What follows belongs to an exercise in optimizing a design on an open flow for small area and few clock cycles; a production flow would make more cautious choices.
At most, simulation tests tie the RTL to the original design; equivalence was not proved.
The RTL of runs 4 and 5 was laid out without a check of its function.
No activity file was given, so power comes from the tool's default toggle rates.

==> design.v <==
`timescale 1ns / 1ps
module framed_gamepad_report_mapper (
	input  logic               clk,
	input  logic               arst_n,
	input  logic               in_valid,
	output logic               in_stall,
	input  logic [7:0]         rx_byte,
	output logic               out_valid,
	input  logic               out_stall,
	output logic signed [15:0] stick_lx,
	output logic signed [15:0] stick_ly,
	output logic signed [15:0] stick_rx,
	output logic signed [15:0] stick_ry,
	output logic [7:0]         left_trigger,
	output logic [7:0]         right_trigger,
	output logic [15:0]        button_bits,
	output logic [3:0]         hat_dir,
	output logic [47:0]        gyro_xyz,
	output logic [47:0]        accel_xyz,
	output logic [1:0]         format_used,
	input  logic               cfg_valid,
	output logic               cfg_ready,
	input  logic [2:0]         cfg_index,
	input  logic [7:0]         cfg_data
);
	localparam logic [1:0] PH_START   = 2'd0;
	localparam logic [1:0] PH_LEN     = 2'd1;
	localparam logic [1:0] PH_PAYLOAD = 2'd2;
	localparam logic [1:0] PH_CHECK   = 2'd3;
	function automatic logic [14:0] dz_k(input logic [6:0] d);
		case (d)
			7'd0: dz_k = 15'd32767;
			7'd1: dz_k = 15'd32441;
			7'd2: dz_k = 15'd32113;
			7'd3: dz_k = 15'd31785;
			7'd4: dz_k = 15'd31458;
			7'd5: dz_k = 15'd31130;
			7'd6: dz_k = 15'd30802;
			7'd7: dz_k = 15'd30475;
			7'd8: dz_k = 15'd30147;
			7'd9: dz_k = 15'd29819;
			7'd10: dz_k = 15'd29492;
			7'd11: dz_k = 15'd29164;
			7'd12: dz_k = 15'd28836;
			7'd13: dz_k = 15'd28509;
			7'd14: dz_k = 15'd28181;
			7'd15: dz_k = 15'd27853;
			7'd16: dz_k = 15'd27526;
			7'd17: dz_k = 15'd27198;
			7'd18: dz_k = 15'd26870;
			7'd19: dz_k = 15'd26543;
			7'd20: dz_k = 15'd26215;
			7'd21: dz_k = 15'd25887;
			7'd22: dz_k = 15'd25560;
			7'd23: dz_k = 15'd25232;
			7'd24: dz_k = 15'd24904;
			7'd25: dz_k = 15'd24577;
			7'd26: dz_k = 15'd24249;
			7'd27: dz_k = 15'd23921;
			7'd28: dz_k = 15'd23594;
			7'd29: dz_k = 15'd23266;
			7'd30: dz_k = 15'd22938;
			7'd31: dz_k = 15'd22611;
			7'd32: dz_k = 15'd22283;
			7'd33: dz_k = 15'd21955;
			7'd34: dz_k = 15'd21628;
			7'd35: dz_k = 15'd21300;
			7'd36: dz_k = 15'd20972;
			7'd37: dz_k = 15'd20645;
			7'd38: dz_k = 15'd20317;
			7'd39: dz_k = 15'd19989;
			7'd40: dz_k = 15'd19662;
			7'd41: dz_k = 15'd19334;
			7'd42: dz_k = 15'd19006;
			7'd43: dz_k = 15'd18679;
			7'd44: dz_k = 15'd18351;
			7'd45: dz_k = 15'd18023;
			7'd46: dz_k = 15'd17696;
			7'd47: dz_k = 15'd17368;
			7'd48: dz_k = 15'd17040;
			7'd49: dz_k = 15'd16713;
			7'd50: dz_k = 15'd16385;
			7'd51: dz_k = 15'd16057;
			7'd52: dz_k = 15'd15730;
			7'd53: dz_k = 15'd15402;
			7'd54: dz_k = 15'd15074;
			7'd55: dz_k = 15'd14747;
			7'd56: dz_k = 15'd14419;
			7'd57: dz_k = 15'd14091;
			7'd58: dz_k = 15'd13764;
			7'd59: dz_k = 15'd13436;
			7'd60: dz_k = 15'd13108;
			7'd61: dz_k = 15'd12781;
			7'd62: dz_k = 15'd12453;
			7'd63: dz_k = 15'd12125;
			7'd64: dz_k = 15'd11798;
			7'd65: dz_k = 15'd11470;
			7'd66: dz_k = 15'd11142;
			7'd67: dz_k = 15'd10815;
			7'd68: dz_k = 15'd10487;
			7'd69: dz_k = 15'd10159;
			7'd70: dz_k = 15'd9832;
			7'd71: dz_k = 15'd9504;
			7'd72: dz_k = 15'd9176;
			7'd73: dz_k = 15'd8849;
			7'd74: dz_k = 15'd8521;
			7'd75: dz_k = 15'd8193;
			7'd76: dz_k = 15'd7866;
			7'd77: dz_k = 15'd7538;
			7'd78: dz_k = 15'd7210;
			7'd79: dz_k = 15'd6883;
			7'd80: dz_k = 15'd6555;
			7'd81: dz_k = 15'd6227;
			7'd82: dz_k = 15'd5900;
			7'd83: dz_k = 15'd5572;
			7'd84: dz_k = 15'd5244;
			7'd85: dz_k = 15'd4917;
			7'd86: dz_k = 15'd4589;
			7'd87: dz_k = 15'd4261;
			7'd88: dz_k = 15'd3934;
			7'd89: dz_k = 15'd3606;
			7'd90: dz_k = 15'd3278;
			7'd91: dz_k = 15'd2951;
			7'd92: dz_k = 15'd2623;
			7'd93: dz_k = 15'd2295;
			7'd94: dz_k = 15'd1968;
			7'd95: dz_k = 15'd1640;
			7'd96: dz_k = 15'd1312;
			7'd97: dz_k = 15'd985;
			7'd98: dz_k = 15'd657;
			7'd99: dz_k = 15'd329;
			7'd100: dz_k = 15'd1;
			default: dz_k = 15'd0;
		endcase
	endfunction
	function automatic logic [15:0] shape(input logic [15:0] v, input logic [14:0] k,
			input logic all, input logic flip, input logic pack);
		logic [14:0] x;
		logic [15:0] s;
		logic        inz;
		logic [15:0] w;
		logic [7:0]  h, l, up, lo;
		logic        nz, cin;
		x   = v[14:0] ^ {15{v[15]}};
		s   = {1'b0, x} + {1'b0, k} + 16'(v[15]);
		inz = all | ~s[15];
		w   = inz ? 16'h0000 : v;
		h   = w[15:8];
		l   = w[7:0];
		nz  = |l;
		if (pack)
			cin = flip ^ (w[15] & nz);
		else
			cin = flip & ~nz;
		up = (h ^ {8{flip}}) + 8'(cin);
		lo = (l ^ {8{flip}}) + 8'(flip);
		shape = pack ? {8'h00, ~up[7], up[6:0]} : {up, lo};
	endfunction
	logic [1:0]   ph_q;
	logic [4:0]   cnt_q;
	logic         is24_q;
	logic [7:0]   sum_q;
	logic [191:0] sr_q;
	logic         ov_q;
	logic [14:0]  k_l_q, k_r_q;
	logic         all_l_q, all_r_q;
	logic         flip_lx_q, flip_ly_q, flip_rx_q, flip_ry_q;
	logic [1:0]   mode_q;
	logic held, pay, acc, shift, good;
	logic [14:0] k_new;
	logic        all_new;
	assign cfg_ready = 1'b1;
	assign held     = ov_q & out_stall;
	assign pay      = (ph_q == PH_PAYLOAD);
	assign in_stall = held & pay & is24_q;
	assign acc      = in_valid & ~in_stall;
	assign shift    = in_valid & pay & ~held;
	assign good     = acc & (ph_q == PH_CHECK) & is24_q & (sum_q == rx_byte);
	always_ff @(posedge clk or negedge arst_n) begin
		if (!arst_n) begin
			ph_q <= PH_START;
			ov_q <= 1'b0;
		end else begin
			ov_q <= good | held;
			if (acc) begin
				case (ph_q)
					PH_START:   if (rx_byte == 8'hAA) ph_q <= PH_LEN;
					PH_LEN:     ph_q <= (rx_byte >= 8'd1 && rx_byte <= 8'd32) ? PH_PAYLOAD : PH_START;
					PH_PAYLOAD: if (cnt_q == 5'd0) ph_q <= PH_CHECK;
					default:    ph_q <= PH_START;
				endcase
			end
		end
	end
	always_ff @(posedge clk) begin
		if (acc) begin
			if (ph_q == PH_LEN) begin
				cnt_q  <= rx_byte[4:0] - 5'd1;
				is24_q <= (rx_byte == 8'd24);
				sum_q  <= 8'h00;
			end else begin
				cnt_q <= cnt_q - 5'd1;
				sum_q <= sum_q + rx_byte;
			end
		end
		if (shift)
			sr_q <= {rx_byte, sr_q[191:8]};
	end
	assign k_new   = dz_k(cfg_data[6:0]);
	assign all_new = (cfg_data > 8'd100);
	always_ff @(posedge clk or negedge arst_n) begin
		if (!arst_n) begin
			k_l_q     <= 15'd31130;
			k_r_q     <= 15'd31130;
			all_l_q   <= 1'b0;
			all_r_q   <= 1'b0;
			flip_lx_q <= 1'b0;
			flip_ly_q <= 1'b1;
			flip_rx_q <= 1'b0;
			flip_ry_q <= 1'b1;
			mode_q    <= 2'd0;
		end else if (cfg_valid) begin
			case (cfg_index)
				3'd0: begin k_l_q <= k_new; all_l_q <= all_new; end
				3'd1: begin k_r_q <= k_new; all_r_q <= all_new; end
				3'd2: flip_lx_q <= cfg_data[0];
				3'd3: flip_ly_q <= cfg_data[0];
				3'd4: flip_rx_q <= cfg_data[0];
				3'd5: flip_ry_q <= cfg_data[0];
				3'd6: mode_q    <= cfg_data[1:0];
				default: ;
			endcase
		end
	end
	logic pack;
	logic [15:0] btn;
	assign pack = (mode_q == 2'd2);
	assign btn  = sr_q[95:80];
	assign out_valid     = ov_q;
	assign stick_lx      = shape(sr_q[15:0],  k_l_q, all_l_q, flip_lx_q, pack);
	assign stick_ly      = shape(sr_q[31:16], k_l_q, all_l_q, flip_ly_q, pack);
	assign stick_rx      = shape(sr_q[47:32], k_r_q, all_r_q, flip_rx_q, pack);
	assign stick_ry      = shape(sr_q[63:48], k_r_q, all_r_q, flip_ry_q, pack);
	assign left_trigger  = sr_q[71:64];
	assign right_trigger = sr_q[79:72];
	assign button_bits   = btn;
	assign gyro_xyz      = sr_q[143:96];
	assign accel_xyz     = sr_q[191:144];
	assign format_used   = (mode_q == 2'd3) ? 2'd0 : mode_q;
	always_comb begin
		if (btn[4])
			hat_dir = btn[6] ? 4'd7 : (btn[7] ? 4'd1 : 4'd0);
		else if (btn[5])
			hat_dir = btn[6] ? 4'd5 : (btn[7] ? 4'd3 : 4'd2);
		else if (btn[6])
			hat_dir = 4'd6;
		else if (btn[7])
			hat_dir = 4'd4;
		else
			hat_dir = 4'd8;
	end
endmodule
==> run.sh <==
#!/bin/bash
# synth_recipe.tcl (not shown) runs the flow's synth.tcl, then flattens the netlist and writes it again
# the make line also repeats each setting of config.mk as NAME=value (left out here)
make -C /OpenROAD-flow-scripts/flow DESIGN_CONFIG=/design/flow/config.mk WORK_HOME=/design/flow/orfs CLKGATE_MAP_FILE= SYNTH_SCRIPT=/design/flow/synth_recipe.tcl finish
==> config.mk <==
export PLATFORM = sky130hd
export DESIGN_NAME = framed_gamepad_report_mapper
export DESIGN_NICKNAME = framed_gamepad_report_mapper
export VERILOG_FILES = /design/flow/design.v
export SDC_FILE = /design/flow/constraint.sdc
export NUM_CORES = 4
export LEC_CHECK = 0
export CAP_MARGIN = 20
export CORE_MARGIN = 2
export CORE_UTILIZATION = 40
export SLEW_MARGIN = 20
==> constraint.sdc <==
create_clock -name core_clock -period 13.0 [get_ports {clk}]
set_input_delay 2.6000 -clock core_clock [delete_from_list [all_inputs] [get_ports {clk}]]
set_output_delay 2.6000 -clock core_clock [all_outputs]
set_load 0.01 [all_outputs]
==> results.sh, run 1 <==
export IMPL_synth_edf_count=206
export IMPL_wirelength_um=42700
export IMPL_arrival_ns=5.86
export IMPL_fin_crit_ns=8.46
export IMPL_h_tree_depth=1
export IMPL_syn_area_um2=16700
export IMPL_critPathRequiredTime_ns=10.40
export IMPL_syn_inst=1763
export IMPL_die_y_um=209
export IMPL_syn_nets=1885
export IMPL_crit_type="flop to primary output"
export IMPL_regToRegSetupSlack_ns=10.18
export IMPL_status="complete, no violations"
export IMPL_initialDrtViolationCount=870
export IMPL_slew_violations=0
export IMPL_p_clk_frac=0.292
export IMPL_area_growth_syn_to_layout_pct=14.7
export IMPL_setup_worst_path_start_class="flop"
export IMPL_period_share=0.651
export IMPL_synth_main_ff_cell="edfxtp_1"
export IMPL_grt_pass1_vias=12300
export IMPL_ys_ff_latch=247
export IMPL_ir_drop_v=0.000113
export IMPL_design_power_total_mw=2.59
export IMPL_setup_tns_ns=0
export IMPL_nets=1902
export IMPL_grt_util_all_layers=0.192
export IMPL_synth_top_area_share=0.370
export IMPL_num_rows=74
export IMPL_ys_types=86
export IMPL_numCtsBuffers=27
export IMPL_grt_start_max_net_pins=78
export IMPL_dpl_hpwl_um=29600
export IMPL_syn_area_per_cell_um2=9.49
export IMPL_synth_top_area_cell="edfxtp_1"
export IMPL_grt_pass1_wl_um=68000
export IMPL_p_seq_frac=0.381
export IMPL_p_leak_nw=7.10
export IMPL_vias_per_cell=5.50
export IMPL_port_buffers=223
export IMPL_finClkSkew_ns=0.00827
export IMPL_internal_power_mw=1.76
export IMPL_antenna_found_initial=0
export IMPL_cts_resized=0
export IMPL_yosysSeqAreaShare=0.433
export IMPL_rsz0062_at_grt="no"
export IMPL_wl_per_cell_um=18.3
export IMPL_cts_hold_buf=0
export IMPL_drive_above_1_share=0.0655
export IMPL_async_flop_share=0.166
export IMPL_utilization=0.468
export IMPL_yosysWarnings=1
export IMPL_netSwitchingFraction=0.320
export IMPL_clkTransAtPathRegs_ns=0.06
export IMPL_power_switching_mw=0.827
export IMPL_cts_tree="built"
export IMPL_clockBufferDepth=3
export IMPL_drc=0
export IMPL_die_area_um2=43500
export IMPL_dr_pass1_iters=5
export IMPL_antenna_diode_count=0
export IMPL_min_path_type="flop to flop"
export IMPL_post_cts_buffers=0
export IMPL_tightest_slew_ns=1.05
export IMPL_hold_viol=0
export IMPL_share_comb_of_total_power=0.327
export IMPL_path_max_fanout=28
export IMPL_power_density_nw_per_um2=135
export IMPL_place_congestion=0.840
export IMPL_chipWidth_um=209
export IMPL_core_area_um2=41000
export IMPL_ys_top_cells_by_area="edfxtp_1 37%, ha_1 7.3%, buf_4 5.8%"
export IMPL_cp_end_kind="primary output"
export IMPL_ant_nets=0
export IMPL_clock_fmax_ghz=0.118
export IMPL_overflow=0
export IMPL_cts_root_buf="clkbuf_16"
export IMPL_vias=12800
export IMPL_top_level_ports=225
export IMPL_clkLatencyLatePin_ns=0.56
export IMPL_setup_viol=0
export IMPL_relSlewSlack=0.288
export IMPL_maxCapViolCount=0
export IMPL_initial_utilization=0.408
export IMPL_cts_sinks=247
sequential cells by signal (all words and copies together) (netlist names):
register and cells:
flip_ry_q 1, mode_q 2, k_r_q 15, flip_ly_q 1, all_l_q 1, all_r_q 1
sum_q 8, k_l_q 15, sr_q 192, ph_q 2, flip_rx_q 1, ov_q 1
is24_q 1, flip_lx_q 1, cnt_q 5
final cells by class:
class | instances | area, µm²
fill | 3863 | 21800
multi-input combinational | 1232 | 7940
sequential | 247 | 7240
timing repair buffer | 239 | 2330
clock buffer | 43 | 836
tap | 532 | 666
inverter | 33 | 124
clock inverter | 7 | 52.6
metrics by stage:
step | area [µm²] | hold slack, ns | setup slack [ns] | std cells
2_1_floorplan | 16700 | 0.421 | 1.98 | 1763
5_1_grt | 19200 | 0.461 | 3.96 | 2333
3_5_place_dp | 18300 | 0.433 | 5.18 | 2283
6_report | 19200 | 0.445 | 4.54 | 2333
3_3_place_gp | 18300 | 0.428 | 5.17 | 2283
4_1_cts | 19200 | 0.442 | 4.56 | 2333
critical path, stage by stage (launching register included):
cell and delay (ns):
edfxtp_1 0.90, xor2_1 0.20, ha_1 0.34, nand4_1 0.12, or2_1 0.27, o311ai_2 0.41
o21ba_1 0.79, nand2_1 0.17, o21ai_0 0.32, ha_1 0.21, ha_1 0.25, nand2b_1 0.08
a21oi_1 0.15, nor3_1 0.07, a31oi_1 0.14, a21oi_1 0.11, a21oi_1 0.21, clkdlybuf4s50_1 0.55
cells in the mapped netlist (26+ instances only):
| cell type | count |
|---|---|
| inv_1 | 30 |
| ha_1 | 97 |
| nand2b_1 | 30 |
| edfxtp_1 | 206 |
| buf_1 | 30 |
| xor2_1 | 76 |
| clkbuf_1 | 78 |
| o21ai_0 | 121 |
| nor3_1 | 26 |
| buf_4 | 130 |
| nor2_1 | 126 |
| nand3_1 | 44 |
| a21oi_1 | 145 |
| nand2_1 | 201 |
| a31oi_1 | 26 |
| xnor2_1 | 48 |
worst paths after layout:
check	endpoint	cells after the start	start
hold reg to reg	sr_q[125]$_DFFE_PP_	0	sr_q[133]$_DFFE_PP_
setup / recovery	stick_ry[4]	17	sr_q[63]$_DFFE_PP_
min in group asynchronous	ov_q$_DFF_PN0_	1	arst_n
hold / removal	sr_q[125]$_DFFE_PP_	0	sr_q[133]$_DFFE_PP_
setup reg to reg	sr_q[79]$_DFFE_PP_	4	ph_q[1]$_DFFE_PN0P_
max in group asynchronous	k_l_q[9]$_DFFE_PN0P_	1	arst_n
per-layer routing:
| metal | vias to the layer above | share of wire | global-route usage |
|---|---|---|---|
| met4 | 0 | 0.025 | 0.0543 |
| met2 | 403 | 0.46 | 0.306 |
| met3 | 69 | 0.071 | 0.0448 |
| met5 | - | 0 | 0 |
| li1 | 6255 | - | - |
| met1 | 6104 | 0.45 | 0.262 |
placed cells by master (no fill, tap or decap), types with 9 or more instances in the layout:
cell type,count
clkdlybuf4s50_1,219
edfxtp_1,206
nand2_1,201
a21oi_1,145
nor2_1,126
o21ai_0,121
ha_1,97
xor2_1,76
xnor2_1,48
nand3_1,44
inv_1,29
nand2b_1,29
clkbuf_16,27
nor3_1,26
a31oi_1,26
a21o_1,22
a211oi_1,21
dfrtp_1,21
dfstp_2,20
mux2i_1,19
nand4_1,17
buf_4,16
nor2b_1,15
and2_1,15
and3_1,13
o211ai_1,12
nor4_1,11
clkbuf_8,10
mux2_2,9
power groups by stage:
| stage | registers, mW | clock network, mW | logic [mW] |
|---|---|---|---|
| finish | 0.986 | 0.757 | 0.846 |
| global route | 0.995 | 0.811 | 0.939 |
| CTS | 0.987 | 0.780 | 0.851 |
| detailed placement | 1.00 | 0 | 0.847 |
| global placement | 1.00 | 0 | 0.832 |
| floorplan | 0.964 | 0 | 0.562 |
kinds of logic after synthesis:
logic type | share of synthesized area
XOR/XNOR | 0.0649
buffers and inverters | 0.0942
multiplexers | 0.0201
AND/OR/NAND/NOR | 0.153
flip-flops | 0.433
other | 0.000224
adder cells (fa/ha/maj) | 0.0743
AO/OA/AOI/OAI | 0.161
Testbench counts, summed over its fixed seeds: cycles 41,880.
==> inputs of run 2 (changes only) <==
==> flow/run.sh (new file) <==
#!/bin/bash
# Own flow: the standard layout (standard.sh), with the synthesis script swapped for
# flow/my_synth.tcl (same registers, area-oriented mapping of the combinational logic) and
# the port buffers made with the smallest buffer cell.
set -euo pipefail
W=$(pwd)
sed "s|SYNTH_SCRIPT=[^ ]*|SYNTH_SCRIPT=$W/flow/my_synth.tcl 'BUFFER_PORTS_ARGS=-buffer_cell sky130_fd_sc_hd__buf_1'|" standard.sh > my_standard.sh
grep -q "SYNTH_SCRIPT=$W/flow/my_synth.tcl" my_standard.sh
bash my_standard.sh synth > synth.log 2>&1
bash my_standard.sh > layout.log 2>&1
==> flow/area.abc (new file) <==
strash
&get -n
&deepsyn -T 120
&put
&get -n
&dch -f
&nf -R 1000
&put
topo
stime -c
==> flow/my_synth.tcl (new file) <==
# The standard synthesis (synth_recipe.tcl) with two changes that touch only the combinational
# logic: Yosys's full-adder extraction is skipped, and ABC maps with an area-oriented script
# (flow/area.abc). Registers are mapped exactly as in the standard synthesis.
set my_abc_script [file join [file dirname [file normalize [info script]]] area.abc]
proc synth {args} { yosys synth -nofsm -noshare {*}$args }
proc extract_fa {args} { puts "extract_fa skipped" }
proc abc {args} {
  set i [lsearch $args -script]
  if { $i >= 0 } { set args [lreplace $args [expr {$i+1}] [expr {$i+1}] $::my_abc_script] }
  yosys abc {*}$args
}
source $::env(SCRIPTS_DIR)/synth.tcl
# left out here: clear keep_hierarchy, flatten, clean up, hide names made inside functions, write 1_2_yosys.v
==> standard.sh (new file) <==
#!/bin/bash
# synth_recipe.tcl (not shown) runs the flow's synth.tcl, then flattens the netlist and writes it again
# the make line also repeats each setting of config.mk as NAME=value (left out here)
make -C /OpenROAD-flow-scripts/flow DESIGN_CONFIG=/design/flow/config.mk WORK_HOME=/design/flow/orfs CLKGATE_MAP_FILE= SYNTH_SCRIPT=/design/flow/synth_recipe.tcl "${@:-finish}"
--- a/config.mk
+++ b/config.mk
@@ -10,2 +10,3 @@
 export CORE_UTILIZATION = 40
+export CTS_BUF_LIST = sky130_fd_sc_hd__clkbuf_4
 export SLEW_MARGIN = 20
removed: run.sh
==> run 2 against run 1 <==
  * Global-route usage fell by 1.0 points
  * First-iteration DRC count fell by 27%
  * Total power rose by 0.72%
  * Critical endpoint is now stick_lx[7]
==> results.sh, run 2 <==
export IMPL_antenna_found_initial=2
export IMPL_arrival_ns=5.07
export IMPL_cts_sinks=247
export IMPL_rsz0062_at_grt="no"
export IMPL_slowest_delay_ns=0.57
export IMPL_period_share=0.590
export IMPL_tightest_slew_ns=1.11
export IMPL_cts_hold_buf=0
export IMPL_async_flop_share=0.166
export IMPL_regMostFlops="sr_q"
export IMPL_ys_types=55
export IMPL_place_congestion=0.908
export IMPL_dp_slack_ns=6.01
export IMPL_die_y_um=185
export IMPL_area_growth_syn_to_layout_pct=11.0
export IMPL_r2r_start="sum_q[0]$_SDFFCE_PP0P_"
export IMPL_hold_viol=0
export IMPL_nets=1423
export IMPL_initial_utilization=0.404
export IMPL_setup_worst_path_start_class="flop"
export IMPL_layout_common_cells="222 x buf_1, 206 x edfxtp_1, 149 x nor2_1"
export IMPL_final_common_cell="buf_1"
export IMPL_clkTransAtPathRegs_ns=0.07
export IMPL_post_cts_buffers=0
export IMPL_cp_slowest_cell="or4_1"
export IMPL_wirelength_um=31400
export IMPL_grt_util_all_layers=0.182
export IMPL_path_max_fanout=5
export IMPL_reg_top3="sr_q: 192 flops, k_l_q: 15 flops, k_r_q: 15 flops"
export IMPL_relSlewSlack=0.263
export IMPL_synth_top_area_share=0.473
export IMPL_r2r_cells=11
export IMPL_core_area_um2=32400
export IMPL_slew_violations=0
export IMPL_finClkSkew_ns=0.0556
export IMPL_cp_end_kind="primary output"
export IMPL_port_buffers=223
export IMPL_critPathRequiredTime_ns=10.40
export IMPL_syn_area_um2=13100
export IMPL_cts_root_buf="clkbuf_4"
export IMPL_numCtsBuffers=70
export IMPL_top_level_ports=225
export IMPL_cp_startpoint="sr_q[3]$_DFFE_PP_"
export IMPL_clkLatencyLatePin_ns=0.65
export IMPL_grt_pass1_wl_um=49000
export IMPL_clock_fmax_ghz=0.130
export IMPL_clockBufferDepth=3
export IMPL_yosysWarnings=1
export IMPL_cts_resized=0
export IMPL_syn_area_per_cell_um2=10.7
export IMPL_setup_viol=0
export IMPL_wl_per_cell_um=16.6
export IMPL_drc=0
export IMPL_ys_top_cells_by_count="206 x edfxtp_1, 150 x nor2_1, 129 x buf_4"
export IMPL_ant_nets=0
export IMPL_dpl_hpwl_um=21900
export IMPL_largest_reg_flops=192
export IMPL_path_cells="or4_1 -> or2_0 -> or4_1 -> nand2_1 -> nor2_1 -> a21oi_1 -> o21ai_0 -> a21oi_1 -> nor3b_1 -> o21a_1 -> maj3_1 -> a21oi_1 -> o21bai_1 -> and2_0 -> o22ai_1 -> xor2_1 -> o21ai_0 -> o21ai_0 -> buf_1"
export IMPL_dr_pass1_iters=5
export IMPL_p_leak_nw=4.89
export IMPL_min_path_type="flop to flop"
export IMPL_power_density_nw_per_um2=180
export IMPL_vias=9917
export IMPL_ys_ff_latch=247
export IMPL_ir_drop_v=0.0000998
export IMPL_h_tree_depth=3
export IMPL_crit_type="flop to primary output"
export IMPL_maxCapViolCount=0
export IMPL_drive_above_1_share=0.102
export IMPL_initialDrtViolationCount=637
export IMPL_overflow=0
export IMPL_chipWidth_um=185
export IMPL_die_area_um2=34100
export IMPL_synth_top_area_cell="edfxtp_1"
export IMPL_min_path_cells=0
export IMPL_ys_top_cells_by_area="edfxtp_1 47%, buf_4 7.4%, xor2_1 4.7%"
export IMPL_num_rows=66
export IMPL_status="complete, no violations"
export IMPL_syn_inst=1223
export IMPL_hp_start="sr_q[103]$_DFFE_PP_"
export IMPL_cts_tree="built"
export IMPL_setup_tns_ns=0
export IMPL_synth_main_ff_cell="edfxtp_1"
export IMPL_syn_nets=1247
export IMPL_synth_edf_count=206
export IMPL_grt_start_max_net_pins=193
export IMPL_vias_per_cell=5.24
export IMPL_yosysSeqAreaShare=0.554
export IMPL_grt_pass1_vias=9305
export IMPL_synth_most_common_cell="edfxtp_1"
export IMPL_finalWorstSetupSlack_ns=5.33
export IMPL_fin_crit_ns=7.67
==> run 2: cell types whose count changed after synthesis, sizes merged, moves of 20 or more <==
cell and delta:
inv -31, nand2 -109, nand3 -22, ha -97
clkbuf -78, o21ai -52, buf -44, nor2 +24
clkinv +43, a31oi -24, a21oi -47, o22ai +43
xnor2 -20
==> run 2: cell families (layout without fill, tap and decap cells) <==
family,count (synthesis),after routing,share of synthesized area
buffers and inverters,174,399,0.0870
AND/OR/NAND/NOR,358,358,0.124
adder cells (fa/ha/maj),11,11,0.00843
XOR/XNOR,98,98,0.0657
flip-flops,247,247,0.554
other,1,3,0.000287
AO/OA/AOI/OAI,322,322,0.151
multiplexers,12,12,0.00996
==> run 2: through the flow <==
step                utilization  hold WS (ns)  std cells  power, mW  area [µm²]
floorplan                     -         0.428       1223       1.76       13100
finish                    0.448         0.420       1892       2.61       14500
detailed placement        0.420         0.431       1769       1.91       13600
global route              0.448         0.425       1892       2.79       14500
CTS                       0.448         0.420       1890       2.65       14500
global placement          0.420         0.429       1769       1.89       13600
==> run 2: power by group <==
part	internal, mW	switching [mW]
Sequential	1.06	0.159
Clock	0.391	0.325
Combinational	0.251	0.422
==> run 2: layout make-up <==
cell class,instances,area [µm²]
antenna,2,5.00
timing repair buffer,233,926
inverter,45,169
fill,3140,17900
tap,442,553
sequential,247,7240
multi-input combinational,802,4710
clock inverter,16,116
clock buffer,105,788
==> run 2: critical path: cells and delay by family (launching register included) <==
kind,cells,cell delay (ns)
AOI/OAI and AO/OA,9,1.41
xor gates and xnor gates,1,0.21
adders and majority gates,1,0.42
buffers and inverters,1,0.17
DFF,1,0.46
and+or+nand+nor,7,1.78
==> run 2: final timing paths <==
check                                              end  slack, ns
max in group asynchronous        k_r_q[11]$_DFFE_PN1P_      10.56
worst min-delay path                sr_q[95]$_DFFE_PP_       0.42
worst max register to register  sum_q[7]$_SDFFCE_PP0P_      10.69
worst max-delay path                       stick_lx[7]       5.33
worst min register to register      sr_q[95]$_DFFE_PP_       0.42
min in group asynchronous        flip_lx_q$_DFFE_PN0P_       2.03
==> run 2: layer usage <==
layer	vias to the layer above	routed length, µm	track usage
met5	-	0	0
met4	0	718	0.0632
met3	58	2480	0.0545
met2	373	14800	0.292
met1	4704	13400	0.235
li1	4782	-	-
==> inputs of run 3 (changes only) <==
==> flow/run.sh (replaced) <==
#!/bin/bash
# Own flow: the standard layout (standard.sh), with the synthesis script swapped for
# flow/my_synth.tcl (same registers, area-oriented mapping of the combinational logic).
set -euo pipefail
W=$(pwd)
sed "s|SYNTH_SCRIPT=[^ ]*|SYNTH_SCRIPT=$W/flow/my_synth.tcl|" standard.sh > my_standard.sh
grep -q "SYNTH_SCRIPT=$W/flow/my_synth.tcl" my_standard.sh
bash my_standard.sh synth > synth.log 2>&1
bash my_standard.sh > layout.log 2>&1
--- a/config.mk
+++ b/config.mk
@@ -10,3 +10,2 @@
 export CORE_UTILIZATION = 40
-export CTS_BUF_LIST = sky130_fd_sc_hd__clkbuf_4
 export SLEW_MARGIN = 20
==> run 3 against run 2 <==
  * Still clean on timing, DRC and antenna
  * Sequential share of layout area fell by 4.4 points
  * Worst setup slack got worse by 0.32 ns
  * Clock power grew 6.1%
  * Largest cell class unchanged
==> results.sh, run 3 <==
export IMPL_numCtsBuffers=28
export IMPL_post_cts_buffers=0
export IMPL_area_growth_syn_to_layout_pct=21.6
export IMPL_regToRegSetupSlack_ns=10.72
export IMPL_rsz0062_at_grt="no"
export IMPL_cp_end_kind="primary output"
export IMPL_relSlewSlack=0.253
export IMPL_async_flop_share=0.166
export IMPL_rr_endpoint="sum_q[7]$_SDFFCE_PP0P_"
export IMPL_cp_startpoint="sr_q[2]$_DFFE_PP_"
export IMPL_synth_edf_count=206
export IMPL_design_area_um2=15900
export IMPL_yosysWarnings=1
export IMPL_antenna_found_initial=0
export IMPL_drc=0
export IMPL_syn_inst=1223
export IMPL_r2r_cells=11
export IMPL_syn_nets=1247
export IMPL_cp_slowest_cell="or4_1"
export IMPL_grt_util_all_layers=0.186
export IMPL_nets=1380
export IMPL_p_leak_nw=5.39
export IMPL_ys_top_cells_by_area="edfxtp_1 47%, buf_4 7.4%, xor2_1 4.7%"
export IMPL_num_rows=66
export IMPL_period_share=0.615
export IMPL_largest_reg_flops=192
export IMPL_dr_pass1_iters=6
export IMPL_clock_fmax_ghz=0.125
export IMPL_grt_start_max_net_pins=193
export IMPL_cts_hold_buf=0
export IMPL_hold_viol=0
export IMPL_port_buffers=223
export IMPL_clockBufferDepth=3
export IMPL_slowest_delay_ns=0.57
export IMPL_setup_tns_ns=0
export IMPL_vias=9614
export IMPL_final_common_cell="clkdlybuf4s50_1"
export IMPL_die_y_um=185
export IMPL_reg_top3="sr_q: 192 flops, k_l_q: 15 flops, k_r_q: 15 flops"
export IMPL_ir_drop_v=0.000116
export IMPL_ys_top_cells_by_count="206 x edfxtp_1, 150 x nor2_1, 129 x buf_4"
export IMPL_finClkSkew_ns=0.0103
export IMPL_overflow=0
export IMPL_tightest_slew_ns=1.11
export IMPL_slew_violations=0
export IMPL_drive_above_1_share=0.0559
export IMPL_fin_cells=1820
export IMPL_r2r_start="sum_q[0]$_SDFFCE_PP0P_"
export IMPL_grt_pass1_wl_um=50600
export IMPL_path_max_fanout=6
export IMPL_place_congestion=0.933
export IMPL_arrival_ns=5.39
export IMPL_maxCapViolCount=0
export IMPL_place_area_um2=15000
export IMPL_syn_area_per_cell_um2=10.7
export IMPL_yosysSeqAreaShare=0.554
export IMPL_path_cells="or4_1 -> or2_0 -> or4_1 -> nand2_1 -> nor2_1 -> a21oi_1 -> o21ai_0 -> a21oi_1 -> nor3b_1 -> o21a_1 -> maj3_1 -> a21oi_1 -> o21bai_1 -> and2_0 -> o22ai_1 -> xor2_1 -> o21ai_0 -> o21ai_0 -> clkdlybuf4s50_1"
export IMPL_clkLatencyLatePin_ns=0.54
export IMPL_grt_pass1_vias=9214
export IMPL_ant_nets=0
export IMPL_setup_worst_path_start_class="flop"
export IMPL_antenna_diode_count=0
export IMPL_cts_root_buf="clkbuf_16"
export IMPL_crit_type="flop to primary output"
export IMPL_synth_most_common_cell="edfxtp_1"
export IMPL_clkTransAtPathRegs_ns=0.06
export IMPL_synth_main_ff_cell="edfxtp_1"
export IMPL_ys_types=55
export IMPL_design_power_total_mw=2.79
export IMPL_critPathRequiredTime_ns=10.40
export IMPL_cts_tree="built"
export IMPL_hp_start="sr_q[167]$_DFFE_PP_"
export IMPL_crit_end="stick_lx[7]"
export IMPL_synth_top_area_cell="edfxtp_1"
export IMPL_layout_common_cells="222 x clkdlybuf4s50_1, 206 x edfxtp_1, 149 x nor2_1"
export IMPL_core_area_um2=32400
export IMPL_power_density_nw_per_um2=175
export IMPL_ys_ff_latch=247
export IMPL_synth_top_area_share=0.473
export IMPL_cts_resized=0
export IMPL_min_path_type="flop to flop"
export IMPL_vias_per_cell=5.28
export IMPL_wirelength_um=32400
export IMPL_wl_per_cell_um=17.8
export IMPL_chipWidth_um=185
export IMPL_dpl_hpwl_um=22900
export IMPL_initialDrtViolationCount=654
export IMPL_setup_viol=0
export IMPL_h_tree_depth=1
export IMPL_top_level_ports=225
export IMPL_placedCellCount=1766
export IMPL_syn_area_um2=13100
export IMPL_die_area_um2=34100
export IMPL_initial_utilization=0.404
export IMPL_status="complete, no violations"
export IMPL_fin_crit_ns=7.99
export IMPL_regMostFlops="sr_q"
export IMPL_utilization=0.491
export IMPL_cts_sinks=247
==> run 3: layout make-up <==
class | instances | area [µm²]
tap | 442 | 553
fill | 3011 | 16500
timing repair buffer | 232 | 2320
clock inverter | 14 | 120
clock buffer | 38 | 778
inverter | 45 | 169
multi-input combinational | 802 | 4710
sequential | 247 | 7240
==> run 3: cell families after synthesis <==
kind of cell / share of synthesized area
AOI/OAI and AO/OA: 0.151
other: 0.000287
DFF: 0.554
buffers and inverters: 0.0870
adders and majority gates: 0.00843
xor gates and xnor gates: 0.0657
muxes: 0.00996
and+or+nand+nor: 0.124
==> run 3: metal layers <==
layer | up-vias | part of all wire | global-route usage
met1 | 4567 | 0.44 | 0.248
met4 | 0 | 0.028 | 0.0537
met2 | 337 | 0.47 | 0.304
li1 | 4654 | - | -
met5 | - | 0 | 0
met3 | 56 | 0.067 | 0.0431
==> run 3: power breakdown <==
part | total (mW) | switching (mW) | internal [mW]
clock network | 0.760 | 0.319 | 0.441
registers | 1.22 | 0.160 | 1.06
logic | 0.809 | 0.428 | 0.382
==> run 3: worst min path at each step <==
stage / endpoint / slack [ns] / depth (start not counted)
after floorplan: sr_q[100]$_DFFE_PP_ / 0.43 / 0
after global placement: sr_q[107]$_DFFE_PP_ / 0.43 / 0
after detailed placement: sr_q[68]$_DFFE_PP_ / 0.43 / 0
after CTS: sr_q[159]$_DFFE_PP_ / 0.44 / 0
after global routing: sr_q[159]$_DFFE_PP_ / 0.45 / 0
final: sr_q[159]$_DFFE_PP_ / 0.44 / 0
==> run 3: critical path, delay by kind of cell, from the launching register on <==
kind | cells | cell delay, ns
fa+ha+maj | 1 | 0.42
simple gates | 7 | 1.77
flops | 1 | 0.47
buf+inv | 1 | 0.56
compound gates | 9 | 1.42
xor+xnor | 1 | 0.22
==> run 3: per-stage QoR <==
stage | hold WS (ns) | worst slack (ns)
6_report | 0.441 | 5.01
4_1_cts | 0.439 | 4.97
3_3_place_gp | 0.429 | 5.66
5_1_grt | 0.455 | 4.54
2_1_floorplan | 0.428 | 1.53
3_5_place_dp | 0.432 | 5.59
==> inputs of run 4 (changes only) <==
--- a/design.v
+++ b/design.v
@@ -159,2 +159,3 @@
 	logic [1:0]   ph_q;
+	logic         rot2_q;
 	logic [4:0]   cnt_q;
@@ -164,3 +165,3 @@
 	logic         ov_q;
-	logic [14:0]  k_l_q, k_r_q;
+	logic [6:0]   dz_l_q, dz_r_q;
 	logic         all_l_q, all_r_q;
@@ -168,4 +169,6 @@
 	logic [1:0]   mode_q;
-	logic held, pay, acc, shift, good;
-	logic [14:0] k_new;
+	logic held, pay, acc, shift, good, rot;
+	logic [14:0] sk;
+	logic        sall, sfa, sfb, pack;
+	logic [15:0] sha, shb;
 	logic        all_new;
@@ -180,6 +183,8 @@
 		if (!arst_n) begin
-			ph_q <= PH_START;
-			ov_q <= 1'b0;
+			ph_q   <= PH_START;
+			rot2_q <= 1'b0;
+			ov_q   <= 1'b0;
 		end else begin
-			ov_q <= good | held;
+			rot2_q <= good;
+			ov_q   <= rot2_q | held;
 			if (acc) begin
@@ -207,4 +212,12 @@
 			sr_q <= {rx_byte, sr_q[191:8]};
-	end
-	assign k_new   = dz_k(cfg_data[6:0]);
+		else if (rot)
+			sr_q[63:0] <= {shb, sha, sr_q[63:32]};
+	end
+	assign rot  = good | rot2_q;
+	assign sk   = dz_k(rot2_q ? dz_r_q : dz_l_q);
+	assign sall = rot2_q ? all_r_q : all_l_q;
+	assign sfa  = rot2_q ? flip_rx_q : flip_lx_q;
+	assign sfb  = rot2_q ? flip_ry_q : flip_ly_q;
+	assign sha  = shape(sr_q[15:0], sk, sall, sfa, pack);
+	assign shb  = shape(sr_q[31:16], sk, sall, sfb, pack);
 	assign all_new = (cfg_data > 8'd100);
@@ -212,4 +225,4 @@
 		if (!arst_n) begin
-			k_l_q     <= 15'd31130;
-			k_r_q     <= 15'd31130;
+			dz_l_q    <= 7'd5;
+			dz_r_q    <= 7'd5;
 			all_l_q   <= 1'b0;
@@ -223,4 +236,4 @@
 			case (cfg_index)
-				3'd0: begin k_l_q <= k_new; all_l_q <= all_new; end
-				3'd1: begin k_r_q <= k_new; all_r_q <= all_new; end
+				3'd0: begin dz_l_q <= cfg_data[6:0]; all_l_q <= all_new; end
+				3'd1: begin dz_r_q <= cfg_data[6:0]; all_r_q <= all_new; end
 				3'd2: flip_lx_q <= cfg_data[0];
@@ -234,3 +247,2 @@
 	end
-	logic pack;
 	logic [15:0] btn;
@@ -239,6 +251,6 @@
 	assign out_valid     = ov_q;
-	assign stick_lx      = shape(sr_q[15:0],  k_l_q, all_l_q, flip_lx_q, pack);
-	assign stick_ly      = shape(sr_q[31:16], k_l_q, all_l_q, flip_ly_q, pack);
-	assign stick_rx      = shape(sr_q[47:32], k_r_q, all_r_q, flip_rx_q, pack);
-	assign stick_ry      = shape(sr_q[63:48], k_r_q, all_r_q, flip_ry_q, pack);
+	assign stick_lx      = sr_q[15:0];
+	assign stick_ly      = sr_q[31:16];
+	assign stick_rx      = sr_q[47:32];
+	assign stick_ry      = sr_q[63:48];
 	assign left_trigger  = sr_q[71:64];
==> flow/run.sh (replaced) <==
#!/bin/bash
# Own flow: the standard layout (standard.sh), with the synthesis script swapped for
# flow/my_synth.tcl (same registers, area-oriented mapping of the combinational logic) and
# the port buffers made with the smallest buffer cell.
set -euo pipefail
W=$(pwd)
sed "s|SYNTH_SCRIPT=[^ ]*|SYNTH_SCRIPT=$W/flow/my_synth.tcl 'BUFFER_PORTS_ARGS=-buffer_cell sky130_fd_sc_hd__buf_1'|" standard.sh > my_standard.sh
grep -q "SYNTH_SCRIPT=$W/flow/my_synth.tcl" my_standard.sh
bash my_standard.sh synth > synth.log 2>&1
bash my_standard.sh > layout.log 2>&1
--- a/config.mk
+++ b/config.mk
@@ -10,2 +10,5 @@
 export CORE_UTILIZATION = 40
+export CTS_BUF_LIST = sky130_fd_sc_hd__clkbuf_8
+export CTS_CLUSTER_DIAMETER = 80
+export CTS_CLUSTER_SIZE = 20
 export SLEW_MARGIN = 20
==> run 4 against run 3 <==
  * Count of clock-buffer cells in the layout fell by 21
  * Global-route usage up 2.8 points
  * Sequential power shrank about 20%
  * Sequential share of layout area grew 9.1 points
  * Register-to-register slack got worse by 6.3 ns
  * Core utilization shrank 2.2 points
  * Maximum frequency shrank 6.7%
==> results.sh, run 4 <==
export IMPL_rsz0062_at_grt="no"
export IMPL_setup_worst_path_start_class="flop"
export IMPL_arrival_ns=8.87
export IMPL_clkTransAtPathRegs_ns=0.11
export IMPL_min_path_type="flop to flop"
export IMPL_grt_pass1_wl_um=46900
export IMPL_yosysSeqAreaShare=0.633
export IMPL_die_y_um=168
export IMPL_async_flop_share=0.112
export IMPL_ys_top_cells_by_area="edfxtp_1 57%, nor2_1 6.1%, dfrtp_1 4.6%"
export IMPL_syn_inst=903
export IMPL_placedCellCount=1481
export IMPL_syn_nets=927
export IMPL_path_max_fanout=21
export IMPL_chipWidth_um=168
export IMPL_nets=1183
export IMPL_vias=8393
export IMPL_hold_ws_ns=0.455
export IMPL_tightest_slew_ns=0.949
export IMPL_area_growth_syn_to_layout_pct=15.8
export IMPL_crit_type="flop to flop"
export IMPL_synth_edf_count=206
export IMPL_ir_drop_v=0.0000866
export IMPL_status="complete, no violations"
export IMPL_initial_utilization=0.405
export IMPL_grt_pass1_vias=7965
export IMPL_slew_violations=0
export IMPL_dpl_hpwl_um=22700
export IMPL_rr_endpoint="sr_q[39]$_DFFE_PP_"
export IMPL_hp_start="sr_q[147]$_DFFE_PP_"
export IMPL_dr_pass1_iters=7
export IMPL_clockBufferDepth=3
export IMPL_ys_ff_latch=232
export IMPL_synth_most_common_cell="edfxtp_1"
export IMPL_synth_top_area_cell="edfxtp_1"
export IMPL_top_level_ports=225
export IMPL_place_area_um2=12200
export IMPL_fin_cells=1507
export IMPL_clkLatencyLatePin_ns=0.53
export IMPL_num_rows=60
export IMPL_crit_family="compound AO/OA/AOI/OAI gates"
export IMPL_fill_cells=2545
export IMPL_min_path_cells=0
export IMPL_ys_types=58
export IMPL_finClkSkew_ns=0.0234
export IMPL_cts_tree="built"
export IMPL_regToRegSetupSlack_ns=4.43
export IMPL_cts_hold_buf=0
export IMPL_design_area_um2=12500
export IMPL_layout_common_cells="223 x buf_1, 206 x edfxtp_1, 175 x nor2_1"
export IMPL_cts_sinks=232
export IMPL_power_density_nw_per_um2=164
export IMPL_hold_viol=0
export IMPL_relSlewSlack=0.349
export IMPL_design_power_total_mw=2.06
export IMPL_post_cts_buffers=0
export IMPL_seqCellArea_um2=6840
export IMPL_antenna_diode_count=0
export IMPL_r2r_start="rot2_q$_DFF_PN0_"
export IMPL_antenna_found_initial=0
export IMPL_finalWorstSetupSlack_ns=4.43
export IMPL_wirelength_um=31200
export IMPL_setup_viol=0
export IMPL_port_buffers=223
export IMPL_utilization=0.469
export IMPL_maxCapViolCount=0
export IMPL_cp_end_kind="flop"
export IMPL_reg_top3="sr_q: 192 flops, sum_q: 8 flops"
export IMPL_p_leak_nw=4.11
export IMPL_initialDrtViolationCount=873
export IMPL_vias_per_cell=5.57
export IMPL_die_area_um2=28400
export IMPL_core_area_um2=26700
export IMPL_path_buf_inv=0
export IMPL_synth_top_area_share=0.572
export IMPL_hold_end="sr_q[139]$_DFFE_PP_"
export IMPL_dp_slack_ns=4.55
export IMPL_r2r_cells=31
export IMPL_regMostFlops="sr_q"
export IMPL_wl_per_cell_um=20.7
export IMPL_synth_main_ff_cell="edfxtp_1"
export IMPL_critPathRequiredTime_ns=13.30
export IMPL_period_share=0.659
export IMPL_h_tree_depth=1
export IMPL_ys_top_cells_by_count="206 x edfxtp_1, 175 x nor2_1, 75 x nand2_1"
export IMPL_fin_crit_ns=8.57
export IMPL_syn_area_um2=10800
export IMPL_cts_root_buf="clkbuf_8"
export IMPL_slowest_delay_ns=0.93
export IMPL_cts_resized=0
export IMPL_crit_path_frequent_cell="o21ai_0"
export IMPL_multi_input_area_um2=3920
export IMPL_drc=0
export IMPL_numCtsBuffers=17
export IMPL_largest_reg_flops=192
export IMPL_setup_tns_ns=0
export IMPL_grt_start_max_net_pins=76
export IMPL_place_congestion=1.01
export IMPL_grt_util_all_layers=0.214
export IMPL_drive_above_1_share=0.0403
export IMPL_ant_nets=0
export IMPL_clock_fmax_ghz=0.117
export IMPL_final_common_cell="buf_1"
export IMPL_syn_area_per_cell_um2=12.0
export IMPL_cp_slowest_cell="dfrtp_1"
export IMPL_yosysWarnings=1
export IMPL_overflow=0
==> run 4: cell count changes in the layout (fill, tap and decap cells not counted), sizes merged, moves of 25 or more <==
cell / previous run / this run
a21oi: 98 / 46
buf: 9 / 238
clkdlybuf4s50: 222 / 0
clkinv: 54 / 16
nor2: 150 / 175
o22ai: 48 / 15
xor2: 70 / 32
==> run 4: how the worst max path moves through the flow <==
| stage | slack, ns | from | cells past startpoint | end |
|---|---|---|---|---|
| 3_5_place_dp | 4.55 | rot2_q$_DFF_PN0_ | 31 | sr_q[39]$_DFFE_PP_ |
| 5_1_grt | 3.32 | rot2_q$_DFF_PN0_ | 31 | sr_q[39]$_DFFE_PP_ |
| 3_3_place_gp | 4.82 | rot2_q$_DFF_PN0_ | 31 | sr_q[39]$_DFFE_PP_ |
| 2_1_floorplan | 2.65 | out_stall | 5 | sr_q[0]$_DFFE_PP_ |
| 4_1_cts | 4.52 | rot2_q$_DFF_PN0_ | 31 | sr_q[39]$_DFFE_PP_ |
| 6_report | 4.43 | rot2_q$_DFF_PN0_ | 31 | sr_q[39]$_DFFE_PP_ |
==> run 4: final cells by class <==
class,instances,share of cell area
repair buffers,238,0.0758
flip-flops and latches,232,0.546
clock inverters,9,0.00799
multi-input cells,658,0.313
well taps,341,0.0341
inverters,12,0.00399
clock buffers,17,0.0187
==> run 4: report_power, final <==
part	leakage, nW	total, mW	internal [mW]	switching [mW]
Sequential	2.19	0.978	0.919	0.0585
Clock	0.164	0.392	0.150	0.242
Combinational	1.76	0.691	0.238	0.453
==> run 4: cell families (layout without fill, tap and decap cells) <==
kind of cell	Yosys count	after routing	share of synthesized area
adders and majority gates	17	17	0.0157
DFF	232	232	0.633
and+or+nand+nor	333	333	0.134
xor gates and xnor gates	59	59	0.0478
muxes	44	44	0.0441
other	1	1	0.000347
AOI/OAI and AO/OA	204	204	0.121
buffers and inverters	13	276	0.00486
==> run 4: metal layers <==
metal	track usage	vias to the layer above	wire, µm
met4	0.0742	0	1100
met1	0.289	4056	13300
met2	0.349	364	14400
li1	-	3909	-
met5	0	-	0
met3	0.0400	64	2390
==> inputs of run 5 (changes only) <==
--- a/config.mk
+++ b/config.mk
@@ -10,5 +10,5 @@
 export CORE_UTILIZATION = 40
-export CTS_BUF_LIST = sky130_fd_sc_hd__clkbuf_8
-export CTS_CLUSTER_DIAMETER = 80
-export CTS_CLUSTER_SIZE = 20
+export CTS_BUF_LIST = sky130_fd_sc_hd__clkbuf_16
+export CTS_CLUSTER_DIAMETER = 100
+export CTS_CLUSTER_SIZE = 30
 export SLEW_MARGIN = 20
==> run 5 against run 4 <==
  * First-iteration DRC count decreased by 5.0%
  * Area after synthesis unchanged
  * Combinational power about the same
  * Hold slack about the same
  * Maximum frequency decreased by 0.30%
  * Via count about the same
  * Count of clock-buffer cells in the layout decreased by 3
  * Global-route usage about the same
  * Clock skew about the same
  * Cell area increased by 0.96%
  * Non-clock buffer count unchanged
  * Sequential cell count unchanged
  * Critical path type unchanged
  * Highest routed layer unchanged
==> results.sh, run 5 <==
export IMPL_top_level_ports=225
export IMPL_syn_area_per_cell_um2=12.0
export IMPL_port_buffers=223
export IMPL_synth_most_common_cell="edfxtp_1"
export IMPL_numCtsBuffers=13
export IMPL_period_share=0.661
export IMPL_cp_slowest_cell="dfrtp_1"
export IMPL_place_congestion=1.01
export IMPL_num_rows=60
export IMPL_yosysSeqAreaShare=0.633
export IMPL_design_power_total_mw=2.15
export IMPL_clockBufferDepth=3
export IMPL_async_flop_share=0.112
export IMPL_layout_common_cells="223 x buf_1, 206 x edfxtp_1, 175 x nor2_1"
export IMPL_finClkSkew_ns=0.0239
export IMPL_dp_slack_ns=4.55
export IMPL_internal_power_mw=1.38
export IMPL_initial_utilization=0.405
export IMPL_arrival_ns=8.84
export IMPL_p_leak_nw=4.18
export IMPL_finalWorstSetupSlack_ns=4.41
export IMPL_relSlewSlack=0.383
export IMPL_syn_nets=927
export IMPL_drc=0
export IMPL_cts_resized=0
export IMPL_area_growth_syn_to_layout_pct=16.9
export IMPL_clock_fmax_ghz=0.116
export IMPL_crit_type="flop to flop"
export IMPL_synth_top_area_share=0.572
export IMPL_vias=8388
export IMPL_critPathRequiredTime_ns=13.25
export IMPL_grt_pass1_wl_um=46800
export IMPL_ys_ff_latch=232
export IMPL_crit_end="sr_q[39]$_DFFE_PP_"
export IMPL_r2r_start="rot2_q$_DFF_PN0_"
export IMPL_maxCapViolCount=0
export IMPL_p_seq_frac=0.456
export IMPL_synth_main_ff_cell="edfxtp_1"
export IMPL_synth_top_area_cell="edfxtp_1"
export IMPL_setup_tns_ns=0
export IMPL_cts_tree="built"
export IMPL_setup_viol=0
export IMPL_wirelength_um=31200
export IMPL_dpl_hpwl_um=22700
export IMPL_rr_endpoint="sr_q[39]$_DFFE_PP_"
export IMPL_nets=1179
export IMPL_regToRegSetupSlack_ns=4.41
export IMPL_power_switching_mw=0.763
export IMPL_drive_above_1_share=0.0362
export IMPL_share_comb_of_total_power=0.322
export IMPL_r2r_cells=31
export IMPL_antenna_diode_count=0
export IMPL_ant_nets=0
export IMPL_dr_pass1_iters=6
export IMPL_grt_start_max_net_pins=76
export IMPL_path_max_fanout=21
export IMPL_ys_top_cells_by_count="206 x edfxtp_1, 175 x nor2_1, 75 x nand2_1"
export IMPL_slowest_delay_ns=0.93
export IMPL_synth_edf_count=206
export IMPL_p_clk_frac=0.222
export IMPL_ir_drop_v=0.000120
export IMPL_clkLatencyLatePin_ns=0.49
export IMPL_initialDrtViolationCount=829
export IMPL_tightest_slew_ns=0.900
export IMPL_slew_violations=0
export IMPL_wl_per_cell_um=20.8
export IMPL_grt_pass1_vias=7918
export IMPL_hold_ws_ns=0.455
export IMPL_regMostFlops="sr_q"
export IMPL_largest_reg_flops=192
export IMPL_crit_path_frequent_cell="o21ai_0"
export IMPL_die_area_um2=28400
export IMPL_antenna_found_initial=0
export IMPL_status="complete, no violations"
export IMPL_cts_root_buf="clkbuf_16"
export IMPL_rsz0062_at_grt="no"
export IMPL_syn_area_um2=10800
export IMPL_clkTransAtPathRegs_ns=0.11
export IMPL_overflow=0
export IMPL_h_tree_depth=1
export IMPL_yosysWarnings=1
export IMPL_reg_top3="sr_q: 192 flops, sum_q: 8 flops"
export IMPL_hold_viol=0
export IMPL_chipWidth_um=168
export IMPL_cts_sinks=232
export IMPL_fin_crit_ns=8.59
export IMPL_power_density_nw_per_um2=170
export IMPL_cts_hold_buf=0
export IMPL_die_y_um=168
export IMPL_ys_types=58
export IMPL_netSwitchingFraction=0.356
export IMPL_syn_inst=903
export IMPL_final_common_cell="buf_1"
export IMPL_vias_per_cell=5.58
export IMPL_core_area_um2=26700
export IMPL_setup_worst_path_start_class="flop"
export IMPL_post_cts_buffers=0
export IMPL_utilization=0.473
export IMPL_ys_top_cells_by_area="edfxtp_1 57%, nor2_1 6.1%, dfrtp_1 4.6%"
export IMPL_cp_startpoint="rot2_q$_DFF_PN0_"
export IMPL_min_path_type="flop to flop"
export IMPL_cp_end_kind="flop"
export IMPL_grt_util_all_layers=0.214
## run 5: cell types whose count changed in the layout (fill, tap and decap cells not counted), sizes merged
cell      delta
inv          +2
clkinv       -2
clkbuf       -3
clkinvlp     -2
## run 5: power groups by stage
stage	registers [mW]	clock network (mW)	logic (mW)
5_1_grt	0.987	0.510	0.763
3_5_place_dp	0.995	0	0.681
3_3_place_gp	0.992	0	0.679
4_1_cts	0.978	0.490	0.684
2_1_floorplan	0.999	0	0.467
6_report	0.978	0.476	0.692
## run 5: worst min path at each step
stage	start	endpoint	slack, ns	depth (start not counted)
floorplan	mode_q[0]$_DFFE_PN0P_	mode_q[0]$_DFFE_PN0P_	0.47	1
finish	sr_q[172]$_DFFE_PP_	sr_q[164]$_DFFE_PP_	0.46	0
CTS	sr_q[172]$_DFFE_PP_	sr_q[164]$_DFFE_PP_	0.46	0
global route	sr_q[174]$_DFFE_PP_	sr_q[166]$_DFFE_PP_	0.47	0
detailed placement	sr_q[161]$_DFFE_PP_	sr_q[153]$_DFFE_PP_	0.43	0
global placement	sr_q[124]$_DFFE_PP_	sr_q[116]$_DFFE_PP_	0.43	0
## run 5: per-stage QoR
step / instances / cell area (µm²)
6_report: 1502 / 12600
2_1_floorplan: 903 / 10800
3_3_place_gp: 1481 / 12200
4_1_cts: 1502 / 12600
5_1_grt: 1502 / 12600
3_5_place_dp: 1481 / 12200
## run 5: layout make-up
class | count | area [µm²]
fill | 2518 | 14100
sequential | 232 | 6840
multi-input combinational | 658 | 3920
timing repair buffer | 238 | 950
tap | 341 | 427
clock buffer | 14 | 350
clock inverter | 7 | 104
inverter | 12 | 50.0
## run 5: worst max-delay path, delay by kind of cell, from the launching register on
kind	cells	cell delay [ns]
compound gates	19	4.97
flops	1	0.93
simple gates	10	1.53
xor+xnor	1	0.31
mux	1	0.61
## run 5: cells by family (layout without fill, tap and decap cells)
family	Yosys count	after routing	synth area share
flip-flops	232	232	0.633
buffers and inverters	13	271	0.00486
XOR/XNOR	59	59	0.0478
AND/OR/NAND/NOR	333	333	0.134
other	1	1	0.000347
multiplexers	44	44	0.0441
adder cells (fa/ha/maj)	17	17	0.0157
AO/OA/AOI/OAI	204	204	0.121
## run 5: routing by layer
layer | vias up | global-route usage | wire (µm)
met3 | 56 | 0.0369 | 2180
li1 | 3910 | - | -
met2 | 349 | 0.354 | 14600
met1 | 4073 | 0.287 | 13400
met5 | - | 0 | 0
met4 | 0 | 0.0708 | 1080

separate check: timing with driven ports:
In the flow no input, the clock included, has a driving cell. The finished layouts below were timed again as built, in two steps. Step 1 sets driving cells, clkbuf_16 on the clock port and buf_2 on the other inputs (assumed; they add their load-dependent delay and slew). Step 2 times the ports against the registers' clock, not the clock port: input delays grow and output delays shrink by t, the midpoint of the rising clock arrivals with the driver on. a / b / c = ideal / step 1 / step 2; a / b = the first two.
run	t, ns	slack for setup (ns)	worst setup path after step 2	clock arrival spread, ns	worst data-port slew with drivers (ns)
run 1	0.603	4.542 / 4.494 / 5.096	register to output	0.010 / 0.011	0.06
run 2	0.666	5.331 / 5.287 / 5.953	register to output	0.056 / 0.056	0.05
run 3	0.581	5.008 / 4.961 / 5.543	register to output	0.013 / 0.013	0.05
run 4	0.571	4.435 / 4.435 / 4.435	register to register	0.024 / 0.023	0.04
run 5	0.524	4.409 / 4.409 / 4.409	register to register	0.025 / 0.025	0.04
After both steps every run listed still meets setup and hold.
